This design comes from an exercise in tuning for a short achievable clock period and few clock cycles per item on the open sky130 flow, not from production work. The RTL was checked by simulation tests, not by an equivalence proof against the original design. Power figures rest on the tool's default switching activity, not on a simulated workload.

==> flow/flow/run.sh <==
#!/bin/bash
set -euo pipefail
MARGIN=${MARGIN:-6.5}
sed -e "s|\"\${@:-finish}\"|SETUP_SLACK_MARGIN=${MARGIN} \"\${@:-finish}\"|" standard.sh > own_standard.sh
grep -q "SETUP_SLACK_MARGIN=${MARGIN}" own_standard.sh
bash own_standard.sh > make_finish.log 2>&1
==> flow/standard.sh <==
#!/bin/bash
# synth_recipe.tcl (not shown) runs the flow's synth.tcl, then flattens the netlist and writes it again
# the make line also repeats each setting of config.mk as NAME=value (left out here)
make -C /OpenROAD-flow-scripts/flow DESIGN_CONFIG=/design/flow/config.mk WORK_HOME=/design/flow/orfs CLKGATE_MAP_FILE= SYNTH_SCRIPT=/design/flow/synth_recipe.tcl "${@:-finish}"
==> flow/config.mk <==
export PLATFORM = sky130hd
export DESIGN_NAME = intensity_reflector_cluster_detect
export DESIGN_NICKNAME = intensity_reflector_cluster_detect
export VERILOG_FILES = /design/flow/design.v
export SDC_FILE = /design/flow/constraint.sdc
export NUM_CORES = 4
export LEC_CHECK = 0
export ABC_CLOCK_PERIOD_IN_PS = 2500
export CAP_MARGIN = 20
export CORE_MARGIN = 2
export CORE_UTILIZATION = 55
export SETUP_SLACK_MARGIN = 5
export SLEW_MARGIN = 20
==> flow/constraint.sdc <==
create_clock -name core_clock -period 9.0 [get_ports {clk}]
set_input_delay 1.8000 -clock core_clock [delete_from_list [all_inputs] [get_ports {clk}]]
set_output_delay 1.8000 -clock core_clock [all_outputs]
set_load 0.01 [all_outputs]
==> flow/design.v <==
package irc_pkg;
    localparam int BEAM_COUNT  = 4096;
    localparam int CNT_W       = $clog2(BEAM_COUNT) + 1;    
    localparam int IDX_W       = $clog2(BEAM_COUNT);
    localparam int INT_W       = 16;
    localparam int RNG_W       = 16;
    localparam int WS_W        = 28;
    localparam int IWS_W       = 40;
    localparam int RWS_W       = 44;
    localparam int CFG_W       = 23;
    localparam int CFG_IDX_W   = 3;
    localparam int FRAC_W      = 8;
    localparam int Q_W         = 20;
    localparam int STEP_W      = 18;
    localparam int WIDTH_W     = IDX_W + STEP_W;            
    localparam int RES_W       = Q_W + 3*IDX_W + INT_W + RNG_W;   
    localparam logic [CFG_IDX_W-1:0] REG_THRESHOLD  = 3'd0;
    localparam logic [CFG_IDX_W-1:0] REG_MIN_POINTS = 3'd1;
    localparam logic [CFG_IDX_W-1:0] REG_MAX_SPAN   = 3'd2;
    localparam logic [CFG_IDX_W-1:0] REG_MIN_WIDTH  = 3'd3;
    localparam logic [CFG_IDX_W-1:0] REG_MAX_WIDTH  = 3'd4;
    localparam logic [CFG_IDX_W-1:0] REG_ANGLE_STEP = 3'd5;
    localparam logic [CFG_IDX_W-1:0] REG_RANGE_LO   = 3'd6;
    localparam logic [CFG_IDX_W-1:0] REG_RANGE_HI   = 3'd7;
endpackage
import irc_pkg::*;
module irc_csa #(
    parameter int N  = 3,
    parameter int W  = 8,
    parameter int NO = (N / 3) * 2 + (N % 3)
)
(
    input  logic [N-1:0][W-1:0]  d,
    output logic [NO-1:0][W-1:0] q
);
    genvar g;
    generate
        for (g = 0; g < N / 3; g++) begin : g_fa
            logic [W-1:0] a, b, c, cy;
            assign a  = d[3*g];
            assign b  = d[3*g+1];
            assign c  = d[3*g+2];
            assign cy = (a & b) | (a & c) | (b & c);
            assign q[2*g]   = a ^ b ^ c;
            assign q[2*g+1] = {cy[W-2:0], 1'b0};
        end
        for (g = 0; g < N % 3; g++) begin : g_pass
            assign q[2*(N/3)+g] = d[3*(N/3)+g];
        end
    endgenerate
endmodule
module irc_srt_step #(
    parameter int N = 31
)
(
    input  logic [N-1:0]    s,
    input  logic [N-1:0]    c,
    input  logic            b,
    input  logic [WS_W-1:0] wn,
    output logic [N-1:0]    s_o,
    output logic [N-1:0]    c_o,
    output logic            qp,
    output logic            qn
);
    logic [N-1:0] s2, c2, a, maj;
    logic [3:0]   y;
    assign s2  = {s[N-2:0], b};
    assign c2  = {c[N-2:0], 1'b0};
    assign y   = s2[N-1:N-4] + c2[N-1:N-4];
    assign qp  = !y[3];
    assign qn  = y[3] && (y != 4'b1111);
    assign a   = qp ? ~{{(N-WS_W){1'b0}}, wn} : (qn ? {{(N-WS_W){1'b0}}, wn} : '0);
    assign maj = (s2 & c2) | (s2 & a) | (c2 & a);
    assign s_o = s2 ^ c2 ^ a;
    assign c_o = {maj[N-2:0], qp};
endmodule
module irc_otf #(
    parameter int W = 20
)
(
    input  logic [W-1:0] q,
    input  logic [W-1:0] qm,
    input  logic         qp,
    input  logic         qn,
    output logic [W-1:0] q_o,
    output logic [W-1:0] qm_o
);
    always_comb
    begin
        if (qp)      begin q_o = {q[W-2:0], 1'b1};  qm_o = {q[W-2:0], 1'b0};  end
        else if (qn) begin q_o = {qm[W-2:0], 1'b1}; qm_o = {qm[W-2:0], 1'b0}; end
        else         begin q_o = {q[W-2:0], 1'b0};  qm_o = {qm[W-2:0], 1'b1}; end
    end
endmodule
module irc_divs #(
    parameter int NU = 5
)
(
    input  logic              clk,
    input  logic              rst_n,
    input  logic              ld,           
    input  logic              ld_ok,        
    input  logic [WS_W-1:0]   ld_w,
    input  logic [4:0]        ld_sh,        
    input  logic [IWS_W-1:0]  ld_iws,
    input  logic [RWS_W-1:0]  ld_rws,
    input  logic [IDX_W-1:0]  ld_start,
    input  logic [IDX_W-1:0]  ld_end,
    input  logic [INT_W-1:0]  ld_peak,
    output logic              freed,        
    input  logic              result_stall,
    output logic              result_valid,
    output logic [RES_W-1:0]  result
);
    localparam int UC_W  = $clog2(Q_W + 2);
    localparam int STEPS = Q_W + 1;           
    localparam int RSTOP = STEPS - RNG_W;     
    localparam int SN    = WS_W + 3;          
    localparam int DI_W  = IWS_W + FRAC_W;    
    localparam int LOG_W = 5;
    logic [NU-1:0]    alloc_reg;
    logic [NU-1:0]    take_reg;
    logic [NU-1:0]    take_nxt;
    logic             out_v_reg;
    logic [RES_W-1:0] out_reg;
    logic             taken;
    logic [NU-1:0]              u_ready;
    logic [NU-1:0][RES_W-1:0]   u_res;
    logic [RES_W-1:0]           cur_res;
    logic [RES_W-1:0]           nxt_res;
    logic [WS_W-1:0]  n_w;
    logic [DI_W-1:0]  n_xi;
    logic [RWS_W-1:0] n_xr;
    assign n_w  = ld_w << ld_sh;
    assign n_xi = {ld_iws, {FRAC_W{1'b0}}} << ld_sh;
    assign n_xr = ld_rws << ld_sh;
    assign taken    = out_v_reg && !result_stall;
    assign take_nxt = {take_reg[NU-2:0], take_reg[NU-1]};
    genvar g;
    generate
        for (g = 0; g < NU; g++) begin : g_u
            logic             busy_reg;
            logic [UC_W-1:0]  cnt_reg;
            logic [WS_W-1:0]  w_reg;
            logic [SN-1:0]    si_reg, ci_reg, sr_reg, cr_reg;
            logic [Q_W-1:0]   fi_reg, qi_reg, qmi_reg;
            logic [RNG_W-1:0] fr_reg, qr_reg, qmr_reg;
            logic             negi_reg, negr_reg;
            logic [IDX_W-1:0] start_reg;
            logic [IDX_W-1:0] end_reg;
            logic [INT_W-1:0] peak_reg;
            logic [SN-1:0]    si_n, ci_n, sr_n, cr_n;
            logic             qpi, qni, qpr, qnr;
            logic [Q_W-1:0]   qi_n, qmi_n;
            logic [RNG_W-1:0] qr_n, qmr_n;
            logic [SN-1:0]    ri_sum, rr_sum;
            logic             mine;
            logic [Q_W-1:0]   q8;
            logic [RNG_W-1:0] crng;
            logic [Q_W-FRAC_W:0] up_q, up_qm;
            logic [IDX_W-1:0] pk;
            assign mine = ld && alloc_reg[g];
            irc_srt_step #(.N(SN)) u_si (.s(si_reg), .c(ci_reg), .b(fi_reg[Q_W-1]),
                                         .wn(w_reg), .s_o(si_n), .c_o(ci_n), .qp(qpi), .qn(qni));
            irc_srt_step #(.N(SN)) u_sr (.s(sr_reg), .c(cr_reg), .b(fr_reg[RNG_W-1]),
                                         .wn(w_reg), .s_o(sr_n), .c_o(cr_n), .qp(qpr), .qn(qnr));
            irc_otf #(.W(Q_W))   u_oi (.q(qi_reg), .qm(qmi_reg), .qp(qpi), .qn(qni), .q_o(qi_n), .qm_o(qmi_n));
            irc_otf #(.W(RNG_W)) u_or (.q(qr_reg), .qm(qmr_reg), .qp(qpr), .qn(qnr), .q_o(qr_n), .qm_o(qmr_n));
            assign ri_sum = si_reg + ci_reg;
            assign rr_sum = sr_reg + cr_reg;
            always_ff @(posedge clk or negedge rst_n)
            begin
                if (!rst_n)
                    busy_reg <= 1'b0;
                else if (mine)
                    busy_reg <= ld_ok;
                else if (taken && take_reg[g])
                    busy_reg <= 1'b0;
            end
            always_ff @(posedge clk)
            begin
                if (mine)
                begin
                    si_reg <= SN'(n_xi[DI_W-1:Q_W]);
                    ci_reg <= '0;
                    fi_reg <= n_xi[Q_W-1:0];
                    sr_reg <= SN'(n_xr[RWS_W-1:RNG_W]);
                    cr_reg <= '0;
                    fr_reg <= n_xr[RNG_W-1:0];
                end
                else
                begin
                    si_reg <= si_n;
                    ci_reg <= ci_n;
                    fi_reg <= {fi_reg[Q_W-2:0], 1'b0};
                    sr_reg <= sr_n;
                    cr_reg <= cr_n;
                    fr_reg <= {fr_reg[RNG_W-2:0], 1'b0};
                end
            end
            always_ff @(posedge clk)
            begin
                if (mine)
                begin
                    cnt_reg   <= UC_W'(STEPS);
                    w_reg     <= n_w;
                    qi_reg    <= '0;
                    qmi_reg   <= '1;
                    qr_reg    <= '0;
                    qmr_reg   <= '1;
                    start_reg <= ld_start;
                    end_reg   <= ld_end;
                    peak_reg  <= ld_peak;
                end
                else if (cnt_reg != '0)
                begin
                    cnt_reg <= cnt_reg - 1'b1;
                    if (cnt_reg > UC_W'(1))
                    begin
                        qi_reg  <= qi_n;
                        qmi_reg <= qmi_n;
                    end
                    else
                        negi_reg <= ri_sum[SN-1];
                    if (cnt_reg > UC_W'(RSTOP))
                    begin
                        qr_reg  <= qr_n;
                        qmr_reg <= qmr_n;
                    end
                    else if (cnt_reg == UC_W'(RSTOP))
                        negr_reg <= rr_sum[SN-1];
                end
            end
            assign up_q  = qi_reg[Q_W-1:FRAC_W-1] + 1'b1;
            assign up_qm = qmi_reg[Q_W-1:FRAC_W-1] + 1'b1;
            assign q8    = negi_reg ? qmi_reg : qi_reg;
            assign pk    = negi_reg ? up_qm[IDX_W:1] : up_q[IDX_W:1];
            assign crng  = negr_reg ? qmr_reg : qr_reg;
            assign u_ready[g] = busy_reg && (cnt_reg == '0);
            assign u_res[g]   = {q8, pk, start_reg, end_reg, peak_reg, crng};
        end
    endgenerate
    always_comb
    begin
        cur_res = '0;
        nxt_res = '0;
        for (int k = 0; k < NU; k++)
        begin
            cur_res = cur_res | (take_reg[k] ? u_res[k] : '0);
            nxt_res = nxt_res | (take_nxt[k] ? u_res[k] : '0);
        end
    end
    always_ff @(posedge clk or negedge rst_n)
    begin
        if (!rst_n)
        begin
            alloc_reg <= NU'(1);
            take_reg  <= NU'(1);
            freed     <= 1'b0;
        end
        else
        begin
            if (ld && ld_ok)
                alloc_reg <= {alloc_reg[NU-2:0], alloc_reg[NU-1]};
            if (taken)
                take_reg <= take_nxt;
            freed <= taken;
        end
    end
    always_ff @(posedge clk)
    begin
        if (!rst_n)
            out_v_reg <= 1'b0;
        else
            out_v_reg <= taken ? |(u_ready & take_nxt) : |(u_ready & take_reg);
        out_reg <= taken ? nxt_res : cur_res;
    end
    assign result_valid = out_v_reg;
    assign result       = out_reg;
endmodule
import irc_pkg::*;
module irc_ctrl #(
    parameter int CAP  = 5,
    parameter int KEEP = 2
)
(
    input  logic clk,
    input  logic rst_n,
    input  logic beam_valid,
    output logic beam_stall,
    output logic beam_take,
    input  logic close_ev,
    input  logic rej_ev,
    input  logic free_ev
);
    localparam int CR_W = $clog2(CAP + 3) + 1;
    logic [CR_W-1:0] cr_reg;
    logic [CR_W-1:0] cr_up;
    logic [CR_W-1:0] cr_next;
    logic            stall_next;
    logic            stall_reg;
    assign beam_stall = stall_reg;
    assign beam_take  = beam_valid && !stall_reg;
    assign cr_up      = cr_reg + CR_W'(rej_ev) + CR_W'(free_ev);
    assign cr_next    = close_ev ? cr_up - 1'b1 : cr_up;
    assign stall_next = close_ev ? (cr_up <= CR_W'(KEEP)) : (cr_up < CR_W'(KEEP));
    always_ff @(posedge clk or negedge rst_n)
    begin
        if (!rst_n)
            cr_reg <= CR_W'(CAP);
        else
            cr_reg <= cr_next;
    end
    always_ff @(posedge clk)
    begin
        if (!rst_n)
            stall_reg <= 1'b0;
        else
            stall_reg <= stall_next;
    end
endmodule
import irc_pkg::*;
module irc_dp
(
    input  logic                 clk,
    input  logic                 rst_n,
    input  logic                 cfg_we,
    input  logic [CFG_IDX_W-1:0] cfg_index,
    input  logic [CFG_W-1:0]     cfg_data,
    input  logic                 beam_take,
    input  logic [INT_W-1:0]     beam_intensity,
    input  logic [RNG_W-1:0]     beam_range_mm,
    input  logic                 beam_range_finite,
    input  logic                 beam_last,
    output logic                 close_ev,
    output logic                 rej_ev,
    output logic                 ld,
    output logic                 ld_ok,
    output logic [WS_W-1:0]      ld_w,
    output logic [4:0]           ld_sh,
    output logic [IWS_W-1:0]     ld_iws,
    output logic [RWS_W-1:0]     ld_rws,
    output logic [IDX_W-1:0]     ld_start,
    output logic [IDX_W-1:0]     ld_end,
    output logic [INT_W-1:0]     ld_peak
);
    logic [INT_W-1:0]         thr_reg;
    logic [CNT_W-1:0]         minp_reg;
    logic [RNG_W-1:0]         span_max_reg;
    logic [CFG_W-1:0]         wmin_reg;
    logic [CFG_W-1:0]         wmax_reg;
    logic signed [STEP_W-1:0] step_reg;
    logic [STEP_W-1:0]        mag_reg;
    logic [RNG_W-1:0]         floor_reg;
    logic [RNG_W-1:0]         ceil_reg;
    always_ff @(posedge clk)
    begin
        mag_reg   <= step_reg[STEP_W-1] ? STEP_W'(-step_reg) : STEP_W'(step_reg);
    end
    always_ff @(posedge clk or negedge rst_n)
    begin
        if (!rst_n)
        begin
            thr_reg      <= INT_W'(45);
            minp_reg     <= CNT_W'(5);
            span_max_reg <= RNG_W'(30);
            wmin_reg     <= CFG_W'(10000);
            wmax_reg     <= CFG_W'(120000);
            step_reg     <= STEP_W'(8727);
            floor_reg    <= RNG_W'(150);
            ceil_reg     <= RNG_W'(12000);
        end
        else if (cfg_we)
        begin
            unique case (cfg_index)
                REG_THRESHOLD:  thr_reg      <= cfg_data[INT_W-1:0];
                REG_MIN_POINTS: minp_reg     <= cfg_data[CNT_W-1:0];
                REG_MAX_SPAN:   span_max_reg <= cfg_data[RNG_W-1:0];
                REG_MIN_WIDTH:  wmin_reg     <= cfg_data;
                REG_MAX_WIDTH:  wmax_reg     <= cfg_data;
                REG_ANGLE_STEP: step_reg     <= signed'(cfg_data[STEP_W-1:0]);
                REG_RANGE_LO:   floor_reg    <= cfg_data[RNG_W-1:0];
                REG_RANGE_HI:   ceil_reg     <= cfg_data[RNG_W-1:0];
                default:        ;
            endcase
        end
    end
    logic             s1_v;
    logic [INT_W-1:0] s1_i;
    logic [RNG_W-1:0] s1_r;
    logic             s1_bright;
    logic             s1_rng_ok;
    logic             s1_last;
    always_ff @(posedge clk or negedge rst_n)
    begin
        if (!rst_n)
            s1_v <= 1'b0;
        else
            s1_v <= beam_take;
    end
    always_ff @(posedge clk)
    begin
        s1_i    <= beam_intensity;
        s1_r    <= beam_range_mm;
        s1_bright <= beam_intensity >= thr_reg;
        s1_rng_ok <= beam_range_finite && (beam_range_mm >= floor_reg)
                     && (beam_range_mm <= ceil_reg);
        s1_last <= beam_last;
    end
    logic [CNT_W-1:0] cnt_reg;
    logic             open_reg;
    logic [IDX_W-1:0] idx;
    logic             in_window, bright, rng_ok, join_b, close_b, new_b;
    assign idx       = cnt_reg[IDX_W-1:0];
    assign in_window = !cnt_reg[IDX_W];
    assign bright    = s1_bright;
    assign rng_ok    = s1_rng_ok;
    assign join_b    = s1_v && in_window && bright;
    assign close_b   = s1_v && ((in_window && !bright && open_reg)
                                || (s1_last && (open_reg || join_b)));
    assign new_b     = join_b && !open_reg;
    logic             s2_join, s2_new, s2_close, s2_add;
    logic [INT_W-1:0] s2_i;
    logic [RNG_W-1:0] s2_r;
    logic [IDX_W-1:0] s2_idx;
    always_ff @(posedge clk or negedge rst_n)
    begin
        if (!rst_n)
        begin
            cnt_reg  <= '0;
            open_reg <= 1'b0;
            s2_join  <= 1'b0;
            s2_new   <= 1'b0;
            s2_close <= 1'b0;
            s2_add   <= 1'b0;
        end
        else
        begin
            if (s1_v)
            begin
                if (s1_last)
                    cnt_reg <= '0;
                else if (in_window)
                    cnt_reg <= cnt_reg + 1'b1;
                open_reg <= close_b ? 1'b0 : (join_b ? 1'b1 : open_reg);
            end
            s2_join  <= join_b;
            s2_new   <= new_b;
            s2_close <= close_b;
            s2_add   <= join_b && rng_ok;
        end
    end
    assign close_ev = close_b;
    always_ff @(posedge clk)
    begin
        s2_i   <= s1_i;
        s2_r   <= s1_r;
        s2_idx <= idx;
    end
    logic [15:0][31:0] pr_rows;
    logic [10:0][31:0] pr_l1;
    logic [7:0][31:0]  pr_l2;
    logic [5:0][31:0]  pr_l3;
    logic [11:0][27:0] pi_rows;
    logic [7:0][27:0]  pi_l1;
    logic [5:0][27:0]  pi_l2;
    logic [3:0][27:0]  pi_l3;
    genvar g;
    generate
        for (g = 0; g < 16; g++) begin : g_pr
            assign pr_rows[g] = s1_i[g] ? (32'(s1_r) << g) : 32'd0;
        end
        for (g = 0; g < 12; g++) begin : g_pi
            assign pi_rows[g] = idx[g] ? (28'(s1_i) << g) : 28'd0;
        end
    endgenerate
    irc_csa #(.N(16), .W(32)) u_pr1 (.d(pr_rows), .q(pr_l1));
    irc_csa #(.N(11), .W(32)) u_pr2 (.d(pr_l1),   .q(pr_l2));
    irc_csa #(.N(8),  .W(32)) u_pr3 (.d(pr_l2),   .q(pr_l3));
    irc_csa #(.N(12), .W(28)) u_pi1 (.d(pi_rows), .q(pi_l1));
    irc_csa #(.N(8),  .W(28)) u_pi2 (.d(pi_l1),   .q(pi_l2));
    irc_csa #(.N(6),  .W(28)) u_pi3 (.d(pi_l2),   .q(pi_l3));
    logic [5:0][31:0] s2_pr;
    logic [3:0][27:0] s2_pi;
    always_ff @(posedge clk)
    begin
        s2_pr <= pr_l3;
        s2_pi <= pi_l3;
    end
    logic [5:0][31:0] pr_g;
    logic [3:0][31:0] pr_l4;
    logic [2:0][31:0] pr_l5;
    logic [1:0][31:0] pr_l6;
    logic [3:0][27:0] pi_g;
    logic [2:0][27:0] pi_l4;
    logic [1:0][27:0] pi_l5;
    assign pr_g = s2_add ? s2_pr : '0;
    assign pi_g = s2_add ? s2_pi : '0;
    irc_csa #(.N(6), .W(32)) u_pr4 (.d(pr_g),  .q(pr_l4));
    irc_csa #(.N(4), .W(32)) u_pr5 (.d(pr_l4), .q(pr_l5));
    irc_csa #(.N(3), .W(32)) u_pr6 (.d(pr_l5), .q(pr_l6));
    irc_csa #(.N(4), .W(28)) u_pi4 (.d(pi_g),  .q(pi_l4));
    irc_csa #(.N(3), .W(28)) u_pi5 (.d(pi_l4), .q(pi_l5));
    logic             s3_join, s3_new, s3_close, s3_add;
    logic [INT_W-1:0] s3_i;
    logic [INT_W-1:0] s3_iw;
    logic [RNG_W-1:0] s3_r;
    logic [IDX_W-1:0] s3_idx;
    logic [1:0][31:0] s3_pr;
    logic [1:0][27:0] s3_pi;
    always_ff @(posedge clk or negedge rst_n)
    begin
        if (!rst_n)
        begin
            s3_join  <= 1'b0;
            s3_new   <= 1'b0;
            s3_close <= 1'b0;
            s3_add   <= 1'b0;
        end
        else
        begin
            s3_join  <= s2_join;
            s3_new   <= s2_new;
            s3_close <= s2_close;
            s3_add   <= s2_add;
        end
    end
    always_ff @(posedge clk)
    begin
        s3_i   <= s2_i;
        s3_iw  <= s2_add ? s2_i : '0;
        s3_r   <= s2_r;
        s3_idx <= s2_idx;
        s3_pr  <= pr_l6;
        s3_pi  <= pi_l5;
    end
    logic [CNT_W-1:0]   size_reg;
    logic [IDX_W-1:0]   start_reg;
    logic [IDX_W-1:0]   end_reg;       
    logic [RNG_W-1:0]   near_reg;
    logic [RNG_W-1:0]   far_reg;
    logic [INT_W-1:0]   peak_reg;
    logic [1:0][WS_W-1:0]    ws_reg;
    logic [1:0][IWS_W-1:0]   iws_reg;
    logic [1:0][RWS_W-1:0]   rws_reg;
    logic [1:0][WIDTH_W-1:0] wd_reg;
    logic               s4_close;
    logic [1:0][WS_W-1:0]    ws_n;
    logic [2:0][IWS_W-1:0]   iws_a;
    logic [1:0][IWS_W-1:0]   iws_n;
    logic [2:0][RWS_W-1:0]   rws_a;
    logic [1:0][RWS_W-1:0]   rws_n;
    logic [1:0][WIDTH_W-1:0] wd_n;
    logic [3:0][IWS_W-1:0]   iws_in;
    logic [3:0][RWS_W-1:0]   rws_in;
    logic [WIDTH_W-1:0]      wd_add;
    assign wd_add = (s3_join && !s3_new) ? WIDTH_W'(mag_reg) : '0;
    assign iws_in = {IWS_W'(s3_pi[1]), IWS_W'(s3_pi[0]), iws_reg[1], iws_reg[0]};
    assign rws_in = {RWS_W'(s3_pr[1]), RWS_W'(s3_pr[0]), rws_reg[1], rws_reg[0]};
    irc_csa #(.N(3), .W(WS_W))    u_ws  (.d({WS_W'(s3_iw), ws_reg[1], ws_reg[0]}), .q(ws_n));
    irc_csa #(.N(3), .W(WIDTH_W)) u_wd  (.d({wd_add, wd_reg[1], wd_reg[0]}), .q(wd_n));
    irc_csa #(.N(4), .W(IWS_W))   u_iw1 (.d(iws_in), .q(iws_a));
    irc_csa #(.N(3), .W(IWS_W))   u_iw2 (.d(iws_a),  .q(iws_n));
    irc_csa #(.N(4), .W(RWS_W))   u_rw1 (.d(rws_in), .q(rws_a));
    irc_csa #(.N(3), .W(RWS_W))   u_rw2 (.d(rws_a),  .q(rws_n));
    always_ff @(posedge clk or negedge rst_n)
    begin
        if (!rst_n)
            s4_close <= 1'b0;
        else
            s4_close <= s3_close;
    end
    always_ff @(posedge clk)
    begin
        if (s3_new)
        begin
            size_reg  <= CNT_W'(1);
            start_reg <= s3_idx;
            end_reg   <= s3_idx;
            ws_reg    <= {WS_W'(0), WS_W'(s3_iw)};
            iws_reg   <= {IWS_W'(s3_pi[1]), IWS_W'(s3_pi[0])};
            rws_reg   <= {RWS_W'(s3_pr[1]), RWS_W'(s3_pr[0])};
            wd_reg    <= '0;
            near_reg  <= s3_add ? s3_r : '1;
            far_reg   <= s3_add ? s3_r : '0;
            peak_reg  <= s3_add ? s3_i : '0;
        end
        else
        begin
            if (s3_join)
            begin
                size_reg <= size_reg + 1'b1;
                end_reg  <= s3_idx;
            end
            ws_reg  <= ws_n;
            iws_reg <= iws_n;
            rws_reg <= rws_n;
            wd_reg  <= wd_n;
            if (s3_add && (s3_r < near_reg))
                near_reg <= s3_r;
            if (s3_add && (s3_r > far_reg))
                far_reg <= s3_r;
            if (s3_add && (s3_i > peak_reg))
                peak_reg <= s3_i;
        end
    end
    localparam int WS_A  = 14;                  
    localparam int IWS_A = 14, IWS_B = 27;      
    localparam int RWS_A = 15, RWS_B = 30;      
    logic                          s5_v;
    logic [WS_A:0]                 s5_ws_lo;
    logic [1:0][WS_W-WS_A-1:0]     s5_ws_hi;
    logic [IWS_A:0]                s5_iws_lo;
    logic [1:0][IWS_W-IWS_A-1:0]   s5_iws_hi;
    logic [RWS_A:0]                s5_rws_lo;
    logic [1:0][RWS_W-RWS_A-1:0]   s5_rws_hi;
    logic                          s5_nz;
    logic                          s5_wge;      
    logic                          s5_wle;      
    logic [RNG_W-1:0]              s5_diff;
    logic                          s5_ge;
    logic                          s5_size_ok;
    logic [IDX_W-1:0]              s5_start;
    logic [IDX_W-1:0]              s5_end;
    logic [INT_W-1:0]              s5_peak;
    logic [2:0][31:0] wge_in, wle_in;
    logic [1:0][31:0] wge_cs, wle_cs;
    logic [31:0]      wge_sum, wle_sum;
    assign wge_in = {{2'b00, wd_reg[1]}, {2'b00, wd_reg[0]}, ~{9'd0, wmin_reg}};
    assign wle_in = {~{2'b00, wd_reg[1]}, ~{2'b00, wd_reg[0]}, {9'd0, wmax_reg}};
    irc_csa #(.N(3), .W(32)) u_wge (.d(wge_in), .q(wge_cs));
    irc_csa #(.N(3), .W(32)) u_wle (.d(wle_in), .q(wle_cs));
    assign wge_sum = wge_cs[0] + wge_cs[1] + 32'd1;
    assign wle_sum = wle_cs[0] + {wle_cs[1][31:1], 1'b1} + 32'd1;
    always_ff @(posedge clk or negedge rst_n)
    begin
        if (!rst_n)
            s5_v <= 1'b0;
        else
            s5_v <= s4_close;
    end
    always_ff @(posedge clk)
    begin
        s5_ws_lo   <= (WS_A+1)'(ws_reg[0][WS_A-1:0])    + (WS_A+1)'(ws_reg[1][WS_A-1:0]);
        s5_ws_hi   <= {ws_reg[1][WS_W-1:WS_A],     ws_reg[0][WS_W-1:WS_A]};
        s5_wge     <= !wge_sum[31];
        s5_wle     <= !wle_sum[31];
        s5_iws_lo  <= (IWS_A+1)'(iws_reg[0][IWS_A-1:0]) + (IWS_A+1)'(iws_reg[1][IWS_A-1:0]);
        s5_iws_hi  <= {iws_reg[1][IWS_W-1:IWS_A],  iws_reg[0][IWS_W-1:IWS_A]};
        s5_rws_lo  <= (RWS_A+1)'(rws_reg[0][RWS_A-1:0]) + (RWS_A+1)'(rws_reg[1][RWS_A-1:0]);
        s5_rws_hi  <= {rws_reg[1][RWS_W-1:RWS_A],  rws_reg[0][RWS_W-1:RWS_A]};
        s5_nz      <= (ws_reg[0] != '0) || (ws_reg[1] != '0);
        s5_diff    <= far_reg - near_reg;
        s5_ge      <= far_reg >= near_reg;
        s5_size_ok <= size_reg >= minp_reg;
        s5_start   <= start_reg;
        s5_end     <= end_reg;
        s5_peak    <= peak_reg;
    end
    logic                          s6_v;
    logic [WS_W-1:0]               s6_ws;
    logic [IWS_B:0]                s6_iws_lo;
    logic [1:0][IWS_W-IWS_B-1:0]   s6_iws_hi;
    logic [RWS_B:0]                s6_rws_lo;
    logic [1:0][RWS_W-RWS_B-1:0]   s6_rws_hi;
    logic                          s6_ok;
    logic [IDX_W-1:0]              s6_start;
    logic [IDX_W-1:0]              s6_end;
    logic [INT_W-1:0]              s6_peak;
    always_ff @(posedge clk or negedge rst_n)
    begin
        if (!rst_n)
            s6_v <= 1'b0;
        else
            s6_v <= s5_v;
    end
    always_ff @(posedge clk)
    begin
        s6_ws     <= {s5_ws_hi[1] + s5_ws_hi[0] + (WS_W-WS_A)'(s5_ws_lo[WS_A]), s5_ws_lo[WS_A-1:0]};
        s6_iws_lo <= {(IWS_B-IWS_A+1)'(s5_iws_hi[1][IWS_B-IWS_A-1:0])
                      + (IWS_B-IWS_A+1)'(s5_iws_hi[0][IWS_B-IWS_A-1:0])
                      + (IWS_B-IWS_A+1)'(s5_iws_lo[IWS_A]), s5_iws_lo[IWS_A-1:0]};
        s6_iws_hi <= {s5_iws_hi[1][IWS_W-IWS_A-1:IWS_B-IWS_A], s5_iws_hi[0][IWS_W-IWS_A-1:IWS_B-IWS_A]};
        s6_rws_lo <= {(RWS_B-RWS_A+1)'(s5_rws_hi[1][RWS_B-RWS_A-1:0])
                      + (RWS_B-RWS_A+1)'(s5_rws_hi[0][RWS_B-RWS_A-1:0])
                      + (RWS_B-RWS_A+1)'(s5_rws_lo[RWS_A]), s5_rws_lo[RWS_A-1:0]};
        s6_rws_hi <= {s5_rws_hi[1][RWS_W-RWS_A-1:RWS_B-RWS_A], s5_rws_hi[0][RWS_W-RWS_A-1:RWS_B-RWS_A]};
        s6_ok     <= s5_size_ok && s5_nz && s5_wge && s5_wle
                     && (!s5_ge || (s5_diff <= span_max_reg));
        s6_start  <= s5_start;
        s6_end    <= s5_end;
        s6_peak   <= s5_peak;
    end
    logic                s7_v;
    logic [WS_W-1:0]     s7_ws;
    logic [IWS_W-1:0]    s7_iws;
    logic [RWS_W-1:0]    s7_rws;
    logic                s7_ok;
    logic [4:0]          s7_sh;
    logic [4:0]          lz;
    always_comb
    begin
        lz = 5'd28;
        for (int k = 0; k < WS_W; k++)
            if (s6_ws[k])
                lz = 5'(WS_W - 1 - k);
    end
    logic [IDX_W-1:0]    s7_start;
    logic [IDX_W-1:0]    s7_end;
    logic [INT_W-1:0]    s7_peak;
    always_ff @(posedge clk or negedge rst_n)
    begin
        if (!rst_n)
            s7_v <= 1'b0;
        else
            s7_v <= s6_v;
    end
    always_ff @(posedge clk)
    begin
        s7_ws    <= s6_ws;
        s7_iws   <= {s6_iws_hi[1] + s6_iws_hi[0] + (IWS_W-IWS_B)'(s6_iws_lo[IWS_B]), s6_iws_lo[IWS_B-1:0]};
        s7_rws   <= {s6_rws_hi[1] + s6_rws_hi[0] + (RWS_W-RWS_B)'(s6_rws_lo[RWS_B]), s6_rws_lo[RWS_B-1:0]};
        s7_ok    <= s6_ok;
        s7_sh    <= lz;
        s7_start <= s6_start;
        s7_end   <= s6_end;
        s7_peak  <= s6_peak;
    end
    logic rej_reg;
    always_ff @(posedge clk or negedge rst_n)
    begin
        if (!rst_n)
            rej_reg <= 1'b0;
        else
            rej_reg <= s7_v && !s7_ok;
    end
    assign rej_ev   = rej_reg;
    assign ld       = s7_v;
    assign ld_ok    = s7_ok;
    assign ld_w     = s7_ws;
    assign ld_sh    = s7_sh;
    assign ld_iws   = s7_iws;
    assign ld_rws   = s7_rws;
    assign ld_start = s7_start;
    assign ld_end   = s7_end;
    assign ld_peak  = s7_peak;
endmodule
import irc_pkg::*;
module intensity_reflector_cluster_detect
(
    input  logic                 clk,
    input  logic                 rst_n,
    input  logic                 cfg_we,
    input  logic [CFG_IDX_W-1:0] cfg_index,
    input  logic [CFG_W-1:0]     cfg_data,
    input  logic                 beam_valid,
    output logic                 beam_stall,
    input  logic [INT_W-1:0]     beam_intensity,
    input  logic [RNG_W-1:0]     beam_range_mm,
    input  logic                 beam_range_finite,
    input  logic                 beam_last,
    output logic                 result_valid,
    input  logic                 result_stall,
    output logic [Q_W-1:0]       result_center_index_q8,
    output logic [IDX_W-1:0]     result_peak_index,
    output logic [IDX_W-1:0]     result_start_index,
    output logic [IDX_W-1:0]     result_end_index,
    output logic [INT_W-1:0]     result_peak_intensity,
    output logic [RNG_W-1:0]     result_center_range_mm
);
    localparam int NU = 5;
    logic              beam_take;
    logic              close_ev;
    logic              rej_ev;
    logic              free_ev;
    logic              ld;
    logic              ld_ok;
    logic [WS_W-1:0]   ld_w;
    logic [4:0]        ld_sh;
    logic [IWS_W-1:0]  ld_iws;
    logic [RWS_W-1:0]  ld_rws;
    logic [IDX_W-1:0]  ld_start;
    logic [IDX_W-1:0]  ld_end;
    logic [INT_W-1:0]  ld_peak;
    logic [RES_W-1:0]  result;
    assign {result_center_index_q8, result_peak_index, result_start_index,
            result_end_index, result_peak_intensity, result_center_range_mm} = result;
    irc_ctrl #(.CAP(NU)) u_ctrl (
        .clk          (clk),
        .rst_n        (rst_n),
        .beam_valid   (beam_valid),
        .beam_stall   (beam_stall),
        .beam_take    (beam_take),
        .close_ev     (close_ev),
        .rej_ev       (rej_ev),
        .free_ev      (free_ev)
    );
    irc_dp u_dp (
        .clk               (clk),
        .rst_n             (rst_n),
        .cfg_we            (cfg_we),
        .cfg_index         (cfg_index),
        .cfg_data          (cfg_data),
        .beam_take         (beam_take),
        .beam_intensity    (beam_intensity),
        .beam_range_mm     (beam_range_mm),
        .beam_range_finite (beam_range_finite),
        .beam_last         (beam_last),
        .close_ev          (close_ev),
        .rej_ev            (rej_ev),
        .ld                (ld),
        .ld_ok             (ld_ok),
        .ld_w              (ld_w),
        .ld_sh             (ld_sh),
        .ld_iws            (ld_iws),
        .ld_rws            (ld_rws),
        .ld_start          (ld_start),
        .ld_end            (ld_end),
        .ld_peak           (ld_peak)
    );
    irc_divs #(.NU(NU)) u_divs (
        .clk          (clk),
        .rst_n        (rst_n),
        .ld           (ld),
        .ld_ok        (ld_ok),
        .ld_w         (ld_w),
        .ld_sh        (ld_sh),
        .ld_iws       (ld_iws),
        .ld_rws       (ld_rws),
        .ld_start     (ld_start),
        .ld_end       (ld_end),
        .ld_peak      (ld_peak),
        .freed        (free_ev),
        .result_stall (result_stall),
        .result_valid (result_valid),
        .result       (result)
    );
endmodule
==> results of run 1 <==
==> report_power, final <==
group	internal [uW]	total [uW]	switching, uW
clock	8450	14400	5920
sequential	15500	16200	713
combinational	2620	6350	3730
total	26600	36900	10400
==> layout make-up <==
type	count	area, um^2	share of cell area (%)
tap	3552	4444	2.473
clock buffer	477	9719	5.407
multi-input combinational	9149	78940	43.92
inverter	1218	4813	2.678
timing repair buffer	742	10570	5.881
timing repair inverter	9	68.82	0.03829
antenna	10	25.02	0.01392
clock inverter	152	1805	1.004
sequential	3181	69360	38.59
==> placed cells by master, fill, tap and decap left out, types with 408 or more instances in the layout <==
cell type	synthesis	routed
nor2_1	1201	1121
ha_1	814	753
mux2i_1	474	436
a21oi_1	767	408
nand2_1	1368	1321
dfxtp_1	2570	2423
fa_1	835	711
and2_1	658	574
inv_1	1196	1151
edfxtp_1	422	422
==> per-stage QoR <==
stage	util [%]	total power, uW	instance area (um^2)	worst slack, ns
2_1_floorplan	-	19720	150200	5.781
3_3_place_gp	57.36	21500	153800	4.029
3_5_place_dp	57.37	21670	153800	4.030
4_1_cts	65.06	36770	174500	5.694
5_1_grt	67.02	38410	179700	5.727
6_report	67.03	36940	179700	5.767
==> layer usage <==
metal | wire, um | vias up | GRT usage [%]
li1 | - | 48640 | -
met1 | 168700 | 52350 | 36.64
met2 | 207800 | 3029 | 51.80
met3 | 22320 | 923 | 3.953
met4 | 23180 | 4 | 13.05
met5 | 27 | - | 0
==> worst max-delay path by stage <==
stage	start	endpoint	slack (ns)	cells past startpoint
after floorplan	beam_intensity[0]	u_dp.s1_bright	5.78	10
after global placement	result_stall	u_divs.out_reg[6]	4.03	8
after detailed placement	result_stall	u_divs.out_reg[4]	4.03	8
after CTS	u_divs.out_reg[30]	result_peak_intensity[14]	5.69	1
after global routing	u_divs.out_reg[30]	result_peak_intensity[14]	5.73	1
final	u_divs.out_reg[30]	result_peak_intensity[14]	5.77	1
==> kinds of logic after synthesis <==
kind of cell,share of synthesized area (%)
buffers and inverters,4.975
and+or+nand+nor,12.75
xor gates and xnor gates,1.431
adders and majority gates,18.14
AOI/OAI and AO/OA,9.468
DFF,46.48
muxes,6.757
==> what timing repair did <==
item,in CTS,in global routing
gates cloned,91,41
pin swaps,324,483
endpoints found under the setup margin,2113,1163
endpoints found under the hold margin,0,0
buffers inserted,256,112
resized for setup,1548,846
==> impl_metrics.csv, run 1 <==
group,metric,value,unit
outcome,status,"finished clean",
synthesis,synth_seq_cells,3181,
route,wl,422000,um
critical_path,timing.rr.end,"u_dp.s3_pr[23]",
power,power_density,205.5,mW/mm^2
route,drtAntennaViolNets,0,
sta,hold_violations,0,
final_layout,fin_cells,18490,
route,avgRoutedWirePerCell,22.83,um
sta,clock-skew-final,0.04138,ns
clock_tree,cts_tree,"done",
sta,rsz0062_at_grt,"true",
synthesis,postSynth.asyncResetShare,5.942,%
sta,period_share,35.92,%
critical_path,crit_path_end_kind,"primary output",
final_layout,syn_to_final_growth,21.24,%
critical_path,cp_cell_sequence,"buf_6",
synthesis,synth.distinct_cells,90,
critical_path,required,7.20,ns
synthesis,synth-edff-count,422,
critical_path,reg2reg_from,"u_dp.s2_add",
worst_hold_path,hold_path.class,"flop to flop",
route,via_count,104900,
synthesis,yosysTopAreaCell,"dfxtp_1",
synthesis,syn_inst,14230,
clock_tree,htreeDepth,5,
worst_hold_path,hold_start,"u_dp.s5_iws_hi[13]",
worst_hold_path,whs_endpoint,"u_dp.s6_iws_hi[0]",
critical_path,cp_top_family,"flip-flops",
final_layout,fin_nets,16350,
power,p_leak,0.07819,uW
synthesis,synth.top_cells.by_count,"dfxtp_1 (2570), nand2_1 (1368), nor2_1 (1201)",
floorplan,start_util,55.29,%
clock_tree,clk_pin_slew_worst_paths,0.06,ns
clock_tree,cts-root-buf,"clkbuf_16",
critical_path,cp_max_fo,1,
critical_path,slowest_stage,"dfxtp_4",
power,peakVddDrop,0.1786,mV
final_layout,layout-drive-gt1-share,20.20,%
route,drt-initial-drc-count,7209,
route,routed_via_density,5.675,
sta,worst_pin_slew,1.106,ns
place,dp_hpwl,258000,um
synthesis,synth_area_leaders,"dfxtp_1 (35%), fa_1 (11%), edfxtp_1 (8.5%)",
floorplan,die_w,523.2,um
place,routabilityCongestion,0.8874,
clock_tree,ctsHoldBuffers,0,
clock_tree,cts_buffers,336,
sta,setup_viol,0,
grt,grt_use_total,29.65,%
synthesis,yosysSeqAreaShare,46.48,%
synthesis,netlist_area,0.1483,mm^2
grt,grt_pass1_wl,628300,um
grt,grt_remaining_overflow,0,
floorplan,num_io_pins,155,
critical_path,crit_path_start_kind,"flop",
synthesis,yosysWarnings,5,
clock_tree,clockBufferDepth,4,
synthesis,synth.avg_cell_area,10.42,um^2
floorplan,core,0.2682,mm^2
critical_path,ff2ff_setup_slack,6.17,ns
route,route.detailed.drc,0,
worst_hold_path,hold_depth,0,
grt,grt_pass1_vias,107200,
floorplan,die_h,523.2,um
final_layout,fill_cells,20300,
synthesis,synthFlopType,"dfxtp_1",
floorplan,rows,190,
clock_tree,worstSkewPairLatency,0.93,ns
sta,period_minus_slack,3.233,ns
run,cap_violations,0,
place,placed_cells,17350,
synthesis,yosysMostFrequentCell,"dfxtp_1",
synthesis,synth_top_area_share,34.70,%
critical_path,rr_worst_depth,9,
sta,fmax,309.4,MHz
grt,grt_start_max_net_pins,137,
grt,antenna_found_initial,14,
sta,maxSlewHeadroom,26.14,%
place,io_buffers,154,
sta,final_max_slew_viol_count,0,
critical_path,arrival,1.43,ns
floorplan,die_area,0.2737,mm^2
clock_tree,cts_sinks,3181,
critical_path,cpPeakStageDelay,0.39,ns
synthesis,syn_nets,15940,
sta,hold_ws,0.3095,ns
sta,tns,0,ns
critical_path,cp_num_buf_inv,1,
critical_path,worstSetupPathType,"flop to primary output",
route,drt_pre_antenna_iters,10,
Testbench counts, summed over its fixed seeds: cycles 9,912, beams 9,672.
==> inputs of run 2 (changes only) <==
--- a/flow/design.v
+++ b/flow/design.v
@@ -123,3 +123,4 @@
     logic [NU-1:0]    take_nxt;
-    logic             out_v_reg;
+    logic             out_v_reg;       
+    logic             out_v_port_reg;  
     logic [RES_W-1:0] out_reg;
@@ -252,2 +253,4 @@
     end
+    logic out_v_next;
+    assign out_v_next = taken ? |(u_ready & take_nxt) : |(u_ready & take_reg);
     always_ff @(posedge clk or negedge rst_n)
@@ -259,2 +262,3 @@
             freed     <= 1'b0;
+            out_v_reg <= 1'b0;
         end
@@ -266,3 +270,4 @@
                 take_reg <= take_nxt;
-            freed <= taken;
+            freed     <= taken;
+            out_v_reg <= out_v_next;
         end
@@ -272,8 +277,8 @@
         if (!rst_n)
-            out_v_reg <= 1'b0;
+            out_v_port_reg <= 1'b0;
         else
-            out_v_reg <= taken ? |(u_ready & take_nxt) : |(u_ready & take_reg);
+            out_v_port_reg <= out_v_next;
         out_reg <= taken ? nxt_res : cur_res;
     end
-    assign result_valid = out_v_reg;
+    assign result_valid = out_v_port_reg;
     assign result       = out_reg;
@@ -300,4 +305,5 @@
     logic            stall_next;
-    logic            stall_reg;
-    assign beam_stall = stall_reg;
+    logic            stall_reg;       
+    logic            stall_out_reg;   
+    assign beam_stall = stall_out_reg;
     assign beam_take  = beam_valid && !stall_reg;
@@ -309,5 +315,11 @@
         if (!rst_n)
-            cr_reg <= CR_W'(CAP);
+        begin
+            cr_reg    <= CR_W'(CAP);
+            stall_reg <= 1'b0;
+        end
         else
-            cr_reg <= cr_next;
+        begin
+            cr_reg    <= cr_next;
+            stall_reg <= stall_next;
+        end
     end
@@ -316,5 +328,5 @@
         if (!rst_n)
-            stall_reg <= 1'b0;
+            stall_out_reg <= 1'b0;
         else
-            stall_reg <= stall_next;
+            stall_out_reg <= stall_next;
     end
==> flow/flow/run.sh (replaced) <==
#!/bin/bash
set -euo pipefail
MARGIN=${MARGIN:-6.5}
HOOK="$PWD/flow/move_out_flops.tcl"
sed -e "s|\"\${@:-finish}\"|SETUP_SLACK_MARGIN=${MARGIN} PRE_DETAIL_PLACE_TCL=${HOOK} \"\${@:-finish}\"|" standard.sh > own_standard.sh
grep -q "PRE_DETAIL_PLACE_TCL=" own_standard.sh
bash own_standard.sh > make_finish.log 2>&1
==> flow/flow/move_out_flops.tcl (new file) <==
# PRE_DETAIL_PLACE hook: put each flip-flop that drives an output port's
# buffer on top of that buffer, so that detailed placement legalizes it
# right beside the buffer, at the die's edge. The flip-flop then drives a
# short wire and the buffer drives the way to the pin.
set block [ord::get_db_block]
set moved 0
foreach bt [$block getBTerms] {
  if {[$bt getIoType] != "OUTPUT"} { continue }
  set net [$bt getNet]
  if {$net == "NULL"} { continue }
  foreach it [$net getITerms] {
    set buf [$it getInst]
    foreach bit [$buf getITerms] {
      if {![$bit isInputSignal]} { continue }
      set dnet [$bit getNet]
      if {$dnet == "NULL"} { continue }
      foreach d [$dnet getITerms] {
        if {![$d isOutputSignal]} { continue }
        set f [$d getInst]
        if {![regexp {__(e?df|sdf)} [[$f getMaster] getName]]} { continue }
        if {[llength [$dnet getITerms]] > 2} { continue }
        set l [$buf getLocation]
        $f setLocation [lindex $l 0] [lindex $l 1]
        $f setPlacementStatus PLACED
        incr moved
      }
    }
  }
}
puts "move_out_flops: moved $moved flip-flops next to their output buffers"
==> run 2 against run 1 <==
  * Via count rose by 1.1%
  * Sequential share of layout area decreased by 0.42 points
  * Still clean on timing, DRC and antenna
  * Area after synthesis grew 0.15%
  * Sequential power barely moved
  * Critical path type unchanged
  * Utilization up 0.72 points
  * Worst hold slack gained 0.0032 ns
  * Sequential cell count rose by 2
  * Worst setup slack gained 0.058 ns
==> impl_metrics.csv, run 2 <==
group,metric,value,unit
outcome,status,"finished clean",
synthesis,yosysTopAreaCell,"dfxtp_1",
sta,maxSlewHeadroom,23.55,%
route,route.detailed.drc,0,
route,routed_via_density,5.707,
sta,setup_viol,0,
floorplan,core,0.2682,mm^2
grt,grt_pass1_wl,642100,um
sta,tns,0,ns
grt,antenna_found_initial,25,
sta,final_max_slew_viol_count,0,
critical_path,cp_top_family,"flip-flops",
sta,hold_ws,0.3126,ns
final_layout,layout-drive-gt1-share,21.36,%
sta,clock-skew-final,0.03293,ns
clock_tree,worstSkewPairLatency,0.93,ns
final_layout,fin_nets,16470,
power,power_density,210.9,mW/mm^2
final_layout,multi_input_area,0.07989,mm^2
final_layout,layout_commonest_cell,"dfxtp_1",
sta,rsz0062_at_grt,"true",
synthesis,synth_top_area_share,34.65,%
critical_path,required,7.20,ns
synthesis,syn_nets,15990,
final_layout,final_cell_mix,"dfxtp_1 (2417), nand2_1 (1341), inv_1 (1151)",
synthesis,yosysSeqAreaShare,46.44,%
route,drt-initial-drc-count,8042,
place,routabilityCongestion,0.8733,
final_layout,ff_latch_area,0.06935,mm^2
place,io_buffers,154,
synthesis,synth_seq_cells,3183,
critical_path,cpPeakStageDelay,0.33,ns
final_layout,fill_cells,20180,
power,pwr-share-comb,20.2,%
synthesis,synth.top_cells.by_count,"dfxtp_1 (2570), nand2_1 (1385), inv_1 (1212)",
route,drt_pre_antenna_iters,8,
critical_path,crit_path_start_kind,"flop",
clock_tree,cts_sinks,3183,
synthesis,synth_top_family_by_area,"adder cells",
critical_path,arrival,1.37,ns
power,power_switching_share,28.91,%
synthesis,synthAdderAreaFrac,18.11,%
synthesis,synth.avg_cell_area,10.40,um^2
grt,grt_start_max_net_pins,136,
place,dpl_worst_slack,3.661,ns
synthesis,synthFlopType,"dfxtp_1",
synthesis,synth_area_leaders,"dfxtp_1 (35%), fa_1 (11%), edfxtp_1 (8.5%)",
clock_tree,clk_pin_slew_worst_paths,0.06,ns
worst_hold_path,hold_path.class,"flop to flop",
sta,fmax,315.0,MHz
clock_tree,clockBufferDepth,4,
power,p_leak,0.07886,uW
synthesis,yosysWarnings,5,
sta,period_share,35.27,%
place,place_area,0.1544,mm^2
floorplan,die_w,523.6,um
critical_path,slowest_stage,"dfxtp_2",
clock_tree,cts_tree,"done",
synthesis,synth_simple_gate_area_share,12.83,%
critical_path,cp_num_buf_inv,1,
sta,period_minus_slack,3.175,ns
synthesis,synth-edff-count,422,
floorplan,die_area,0.2741,mm^2
sta,worst_pin_slew,1.147,ns
clock_tree,cts-root-buf,"clkbuf_16",
clock_tree,cts_buffers,334,
power,p_clk_share,36.7,%
clock_tree,ctsHoldBuffers,0,
floorplan,num_io_pins,155,
route,avgRoutedWirePerCell,23.83,um
power,p_int,27240,uW
synthesis,syn_inst,14270,
power,p_seq_share,43.2,%
floorplan,start_util,55.37,%
final_layout,syn_to_final_growth,22.35,%
power,peakVddDrop,0.1920,mV
critical_path,worstSetupPathType,"flop to primary output",
synthesis,synth.distinct_cells,83,
critical_path,cp_max_fo,1,
clock_tree,htreeDepth,5,
grt,grt_remaining_overflow,0,
grt,grt_pass1_vias,107400,
critical_path,crit_path_end_kind,"primary output",
place,dp_hpwl,265800,um
synthesis,yosysMostFrequentCell,"dfxtp_1",
floorplan,rows,190,
synthesis,synth_compound_area_share,9.410,%
synthesis,synth_mux_area_share,6.824,%
critical_path,cp_cell_sequence,"buf_6",
synthesis,netlist_area,0.1485,mm^2
route,wl,442900,um
sta,hold_violations,0,
grt,grt_use_total,30.39,%
route,drtAntennaViolNets,0,
route,via_count,106100,
sta,setup_ws,5.825,ns
run,cap_violations,0,
power,switchingPower,11080,uW
final_layout,fin_area,0.1817,mm^2
floorplan,die_h,523.6,um
synthesis,synthXorXnorAreaFrac,1.423,%
synthesis,postSynth.asyncResetShare,6.001,%
place,placed_cells,17400,
final_layout,fin_cells,18590,
-- run 2: changes by cell type after synthesis, moves of 12 or more --
| cell | before | now |
|---|---|---|
| inv_1 | 1196 | 1212 |
| o21ai_1 | 168 | 0 |
| o21a_1 | 55 | 36 |
| mux2_1 | 18 | 0 |
| o21ai_0 | 350 | 500 |
| clkbuf_1 | 531 | 554 |
| a21o_1 | 97 | 123 |
| and3_1 | 62 | 50 |
| mux2_2 | 291 | 308 |
| mux2i_1 | 474 | 488 |
| nand2_1 | 1368 | 1385 |
-- run 2: power groups by stage --
stage          clock network [uW]  registers (uW)  logic [uW]
2_1_floorplan                   0           16400        4020
3_3_place_gp                    0           16900        5700
3_5_place_dp                    0           17000        5850
4_1_cts                     14300           16500        7010
5_1_grt                     14800           16700        8350
6_report                    14000           16500        7740
-- run 2: final cells by class --
type / instances / share of cell area, %
Timing Repair inverter: 11 / 0.04890
Clock inverter: 88 / 0.5462
Multi-Input combinational cell: 9183 / 43.98
Sequential cell: 3183 / 38.17
Tap cell: 3552 / 2.446
Clock buffer: 517 / 5.599
Timing Repair Buffer: 822 / 6.538
Inverter: 1225 / 2.662
Antenna cell: 7 / 0.009642
-- run 2: repair_timing --
item | CTS | global route
resized for setup | 1485 | 988
setup buffers | 287 | 136
pin swaps | 272 | 478
gates cloned | 89 | 65
endpoints found under the setup margin | 2113 | 1262
-- run 2: worst register-to-register path, cell delays in order (launching register included) --
cell	delay, ns
dfrtp_4	0.56
buf_12	0.18
clkbuf_16	0.17
and2_4	0.14
fa_1	0.55
inv_2	0.04
fa_1	0.53
inv_1	0.05
fa_2	0.50
-- run 2: logic make-up (layout without fill, tap and decap cells) --
family,Yosys count,count (layout)
simple gates,4138,4149
flops,3183,3183
compound gates,2268,2274
buf+inv,1925,2663
fa+ha+maj,1648,1648
mux,875,875
xor+xnor,237,237
other cells,0,7
-- run 2: metal layers --
| metal | up-vias | share of wire (%) | GRT usage [%] |
|---|---|---|---|
| met5 | - | 0.012 | 0 |
| met4 | 6 | 5.7 | 13.07 |
| met3 | 1017 | 5.7 | 3.671 |
| met2 | 3227 | 49 | 52.39 |
| met1 | 52890 | 40 | 38.50 |
| li1 | 48930 | - | - |
-- run 2: final timing paths --
path | startpoint | endpoint | slack, ns | cells after the start
max in group asynchronous | rst_n | u_dp.ceil_reg[10] | 6.90 | 3
worst min-delay path | u_dp.s6_rws_lo[1] | u_dp.s7_rws[1] | 0.31 | 0
min in group asynchronous | rst_n | u_dp.step_reg[17] | 0.89 | 1
worst min register to register | u_dp.s6_rws_lo[1] | u_dp.s7_rws[1] | 0.31 | 0
worst max-delay path | u_divs.out_reg[17] | result_peak_intensity[1] | 5.83 | 1
worst max register to register | u_dp.s2_add | u_dp.s3_pr[20] | 6.21 | 8
-- run 2: metrics by stage --
step	total power (uW)	util [%]
final	38320	67.75
after CTS	37820	65.26
after global placement	22630	57.55
after detailed placement	22820	57.57
after floorplan	20420	-
after global routing	39830	67.74
Testbench counts of run 2, summed over its fixed seeds: cycles 9,912, beams 9,672.
==> inputs of run 3 (changes only) <==
--- a/flow/design.v
+++ b/flow/design.v
@@ -558,3 +558,3 @@
     logic [1:0][WIDTH_W-1:0] wd_reg;
-    logic               s4_close;
+    logic               s4_close;      
     logic [1:0][WS_W-1:0]    ws_n;
@@ -582,3 +582,3 @@
         else
-            s4_close <= s3_close;
+            s4_close <= s3_close && s3_join;
     end
@@ -651,3 +651,3 @@
         else
-            s5_v <= s4_close;
+            s5_v <= s4_close || (s3_close && !s3_join);
     end
--- a/flow/config.mk
+++ b/flow/config.mk
@@ -10,3 +10,3 @@
 export CORE_MARGIN = 2
-export CORE_UTILIZATION = 55
+export CORE_UTILIZATION = 65
 export SETUP_SLACK_MARGIN = 5
==> run 3 against run 2 <==
  * Still clean
  * Area after synthesis is 0.37% higher
  * Register-to-register slack worse by 0.15 ns
  * Count of clock-buffer cells in the layout is 37 lower
  * Sequential share of layout area is 0.35 points higher
  * Fmax hardly changed
  * Clock power hardly changed
  * Largest cell class unchanged
==> impl_metrics.csv, run 3 <==
group,metric,value,unit
outcome,status,"finished clean",
floorplan,die_area,0.2331,mm^2
synthesis,synth.distinct_cells,99,
synthesis,yosysWarnings,5,
critical_path,cp_num_buf_inv,1,
route,via_count,108700,
synthesis,yosysTopAreaCell,"dfxtp_1",
place,dp_hpwl,252700,um
clock_tree,cts_tree,"done",
synthesis,synth_top_area_share,34.52,%
floorplan,core,0.2277,mm^2
route,routed_via_density,6.043,
synthesis,synth_area_leaders,"dfxtp_1 (35%), fa_1 (11%), edfxtp_1 (8.5%)",
sta,setup_viol,0,
power,p_total,38200,uW
place,io_buffers,154,
synthesis,synth.avg_cell_area,10.42,um^2
synthesis,postSynth.asyncResetShare,6.001,%
route,avgRoutedWirePerCell,23.74,um
final_layout,syn_to_final_growth,20.75,%
grt,grt_pass1_wl,632200,um
sta,clock-skew-final,0.07686,ns
run,cap_violations,0,
clock_tree,clk_pin_slew_worst_paths,0.06,ns
sta,rsz0062_at_grt,"true",
synthesis,synth-edff-count,422,
critical_path,required,7.20,ns
critical_path,crit_path_end_kind,"primary output",
final_layout,layout_commonest_cell,"dfxtp_1",
power,p_leak,0.07745,uW
clock_tree,clockBufferDepth,4,
sta,period_minus_slack,3.176,ns
clock_tree,worstSkewPairLatency,0.96,ns
grt,grt_use_total,35.01,%
clock_tree,cts-root-buf,"clkbuf_16",
grt,grt_start_max_net_pins,162,
floorplan,num_io_pins,155,
route,drt-initial-drc-count,9157,
sta,period_share,35.29,%
place,routabilityCongestion,0.9333,
sta,fmax,314.8,MHz
synthesis,synth_seq_cells,3183,
sta,maxSlewHeadroom,25.27,%
grt,antenna_found_initial,12,
floorplan,die_h,482.8,um
critical_path,cp_top_family,"flip-flops",
sta,final_max_slew_viol_count,0,
clock_tree,ctsHoldBuffers,0,
synthesis,syn_inst,14300,
sta,tns,0,ns
synthesis,yosysSeqAreaShare,46.27,%
clock_tree,htreeDepth,5,
grt,grt_remaining_overflow,0,
final_layout,fin_nets,16420,
critical_path,slowest_stage,"dfxtp_2",
critical_path,crit_path_start_kind,"flop",
route,route.detailed.drc,0,
synthesis,syn_nets,16020,
floorplan,rows,175,
route,drtAntennaViolNets,0,
final_layout,final_cell_mix,"dfxtp_1 (2424), nand2_1 (1349), inv_1 (1171)",
power,peakVddDrop,0.1987,mV
sta,hold_violations,0,
worst_hold_path,hold_path.class,"flop to flop",
synthesis,synth.top_cells.by_count,"dfxtp_1 (2570), nand2_1 (1401), inv_1 (1222)",
critical_path,arrival,1.38,ns
floorplan,start_util,65.45,%
route,wl,427000,um
sta,worst_pin_slew,1.109,ns
grt,grt_pass1_vias,111300,
synthesis,synthFlopType,"dfxtp_1",
critical_path,cp_max_fo,1,
critical_path,cpPeakStageDelay,0.35,ns
synthesis,netlist_area,0.1490,mm^2
critical_path,worstSetupPathType,"flop to primary output",
floorplan,die_w,482.8,um
route,drt_pre_antenna_iters,9,
clock_tree,cts_buffers,338,
clock_tree,cts_sinks,3183,
final_layout,layout-drive-gt1-share,20.93,%
power,power_density,212.2,mW/mm^2
synthesis,yosysMostFrequentCell,"dfxtp_1",
critical_path,cp_cell_sequence,"buf_6",
-- run 3: area by class of cell --
| cell class | count | area [um^2] |
|---|---|---|
| multi-input combinational | 9200 | 80100 |
| sequential | 3183 | 69320 |
| fill | 13880 | 47760 |
| timing repair buffer | 743 | 10430 |
| clock buffer | 480 | 9902 |
| inverter | 1234 | 4906 |
| tap | 3009 | 3765 |
| clock inverter | 121 | 1428 |
| timing repair inverter | 11 | 88.84 |
| antenna | 8 | 20.02 |
-- run 3: repair_timing --
| action | 4_1_cts | 5_1_grt |
|---|---|---|
| buffers inserted | 280 | 111 |
| pin swaps | 346 | 474 |
| gates cloned | 94 | 32 |
| gates resized for setup | 1610 | 958 |
| setup endpoints to repair | 2010 | 1177 |
-- run 3: report_power, final --
part	internal, uW	leakage (uW)	total (uW)	switching [uW]
clock	8470	0.00558	14200	5720
combinational	3100	0.0445	7560	4450
sequential	15600	0.0273	16400	810
total	27200	0.0775	38200	11000
-- run 3: cell families after synthesis --
kind of cell             after synthesis  share of synthesized area, %
AO/OA/AOI/OAI                       2230                         9.294
XOR/XNOR                             239                         1.468
adder cells (fa/ha/maj)             1648                         18.04
flip-flops                          3183                         46.27
multiplexers                         889                         6.900
AND/OR/NAND/NOR                     4179                         12.95
buffers and inverters               1935                         5.083
-- run 3: worst paths after layout --
path | start | end | slack, ns | depth (start not counted)
min in group asynchronous | rst_n | u_dp.wmin_reg[18] | 0.79 | 1
worst max-delay path | u_divs.out_reg[44] | result_start_index[0] | 5.82 | 1
max in group asynchronous | rst_n | u_dp.s2_add | 6.90 | 2
worst min-delay path | u_dp.s5_rws_lo[5] | u_dp.s6_rws_lo[5] | 0.31 | 0
worst max register to register | u_divs.g_u[0].ci_reg[26] | u_divs.g_u[0].si_reg[2] | 6.06 | 12
worst min register to register | u_dp.s5_rws_lo[5] | u_dp.s6_rws_lo[5] | 0.31 | 0
-- run 3: per-stage QoR --
stage | cells | instance area [um^2] | hold WS, ns | util, % | worst slack, ns
after floorplan | 14300 | 150800 | 0.3096 | - | 5.892
after global placement | 16860 | 153500 | 0.3103 | 67.41 | 4.383
after detailed placement | 16860 | 153500 | 0.3121 | 67.41 | 4.264
after CTS | 17840 | 174600 | 0.3016 | 76.65 | 5.752
after global routing | 17980 | 179900 | 0.3079 | 79.02 | 5.773
final | 17990 | 180000 | 0.3075 | 79.03 | 5.824
-- run 3: metal layers --
layer  track usage [%]  vias to the layer above  part of all wire [%]
met4             21.28                        4                   7.5
met3             5.078                     1490                   6.6
li1                  -                    48860                     -
met1             42.57                    53680                    38
met5                 0                        -                0.0049
met2             59.10                     4670                    48
Testbench counts of run 3, summed over its fixed seeds: cycles 9,904, beams 9,672.
==> inputs of run 4 (changes only) <==
--- a/flow/config.mk
+++ b/flow/config.mk
@@ -10,3 +10,3 @@
 export CORE_MARGIN = 2
-export CORE_UTILIZATION = 65
+export CORE_UTILIZATION = 75
 export SETUP_SLACK_MARGIN = 5
==> run 4 against run 3 <==
  * Area after synthesis did not move
  * Synthesized cell count did not move
  * The run now fails in 5_1_grt
==> impl_metrics.csv, run 4 <==
group,metric,value,unit
outcome,status,"stopped before the end",
outcome,lastStage,"5_1_grt",
outcome,error,"[ERROR GRT-0232] Routing congestion too high. Check the congestion heatmap in the GUI.",
synthesis,synthAdderAreaFrac,18.04,%
synthesis,synth_mux_area_share,6.900,%
synthesis,yosysSeqAreaShare,46.27,%
grt,grt_start_max_net_pins,161,
floorplan,num_io_pins,155,
place,io_buffers,154,
synthesis,synth-edff-count,422,
synthesis,synth_top_family_by_area,"adder cells",
synthesis,synth_compound_area_share,9.294,%
floorplan,rows,163,
synthesis,syn_inst,14300,
floorplan,die_h,449.8,um
clock_tree,ctsHoldBuffers,0,
clock_tree,htreeDepth,5,
synthesis,synth.distinct_cells,99,
synthesis,synth_top_area_share,34.52,%
synthesis,yosysMostFrequentCell,"dfxtp_1",
clock_tree,cts_buffers,328,
synthesis,synth.top_cells.by_count,"dfxtp_1 (2570), nand2_1 (1401), inv_1 (1222)",
synthesis,postSynth.asyncResetShare,6.001,%
synthesis,netlist_area,0.1490,mm^2
synthesis,synth_seq_cells,3183,
synthesis,synth_area_leaders,"dfxtp_1 (35%), fa_1 (11%), edfxtp_1 (8.5%)",
place,routabilityCongestion,0.9423,
grt,antenna_found_initial,77,
clock_tree,clockBufferDepth,4,
synthesis,yosysTopAreaCell,"dfxtp_1",
synthesis,syn_nets,16020,
clock_tree,cts_sinks,3183,
synthesis,yosysWarnings,5,
place,dp_hpwl,254300,um
floorplan,start_util,75.49,%
grt,grt_remaining_overflow,130,
grt,grt_use_total,68.08,%
sta,worstEpCategory,"primary output",
synthesis,synth_simple_gate_area_share,12.95,%
sta,crit_endpoint,"result_peak_intensity[13]",
synthesis,synthXorXnorAreaFrac,1.468,%
clock_tree,cts-root-buf,"clkbuf_16",
synthesis,synthFlopType,"dfxtp_1",
floorplan,die_w,449.8,um
synthesis,synth.avg_cell_area,10.42,um^2
[run 4: cell counts after synthesis]
No cell type changed its count.
[run 4: worst max-delay path by stage]
stage	startpoint	end	slack [ns]	cells past startpoint
floorplan	beam_range_mm[0]	u_dp.s1_rng_ok	5.89	10
global placement	result_stall	u_divs.out_reg[74]	4.47	7
detailed placement	result_stall	u_divs.out_reg[62]	4.33	8
CTS	u_divs.out_reg[29]	result_peak_intensity[13]	5.73	1
[run 4: what timing repair did]
action,in CTS
gates cloned,87
setup endpoints to repair,1898
resized for setup,1653
pin swaps,372
buffers inserted,281
[run 4: stage by stage]
stage	power, uW	area (um^2)	util (%)	cells	worst slack [ns]
detailed placement	22340	153000	77.52	16500	4.327
CTS	36810	173100	87.69	17450	5.730
global placement	22000	153000	77.52	16500	4.472
floorplan	20350	150800	-	14300	5.892
[run 4: cell families after synthesis]
kind of cell / after synthesis
buffers and inverters: 1935
adders and majority gates: 1648
and+or+nand+nor: 4179
xor gates and xnor gates: 239
muxes: 889
DFF: 3183
AOI/OAI and AO/OA: 2230
[run 4: power groups by stage]
| stage | registers [uW] | logic (uW) | clock network [uW] |
|---|---|---|---|
| 4_1_cts | 16400 | 6810 | 13600 |
| 3_5_place_dp | 16800 | 5530 | 0 |
| 3_3_place_gp | 16700 | 5270 | 0 |
| 2_1_floorplan | 16300 | 4040 | 0 |
[run 4: metal layers]
layer / track usage, % / GRT overflow
met1: 68.61 / 8
met2: 87.54 / 65
met3: 49.69 / 8
met4: 62.40 / 49
met5: 33.93 / 0

[what the ideal ports hide]
In the flow no input, the clock included, has a driving cell. The finished layouts below were timed again as built, in two steps.
Step 1 (the two cells are an assumption about what drives the block):
set clk [get_ports {clk}]
set_driving_cell -lib_cell sky130_fd_sc_hd__clkbuf_16 $clk
set_driving_cell -lib_cell sky130_fd_sc_hd__buf_2 [delete_from_list [all_inputs] $clk]
Step 2 times the ports against the registers' clock, not the clock port: input delays grow and output delays shrink by t, the midpoint of the rising clock arrivals with the driver on.
a / b / c = no drivers / after step 1 / after step 2; a / b = the first two.
run	t (ns)	slack for setup (ns)	slew at the worst register clock pin (ns)	worst slew at a driven data input, ns
run 1	1.017	5.767 / 5.660 / 5.458	0.07 / 0.07	0.08
run 2	1.016	5.825 / 5.722 / 5.390	0.07 / 0.07	0.06
run 3	1.022	5.824 / 5.726 / 5.510	0.07 / 0.07	0.07
After both steps setup and hold are still met in every run listed. For run 2, which loses most, drivers alone change the setup slack by -0.103 ns; drivers and shift together by -0.435 ns.
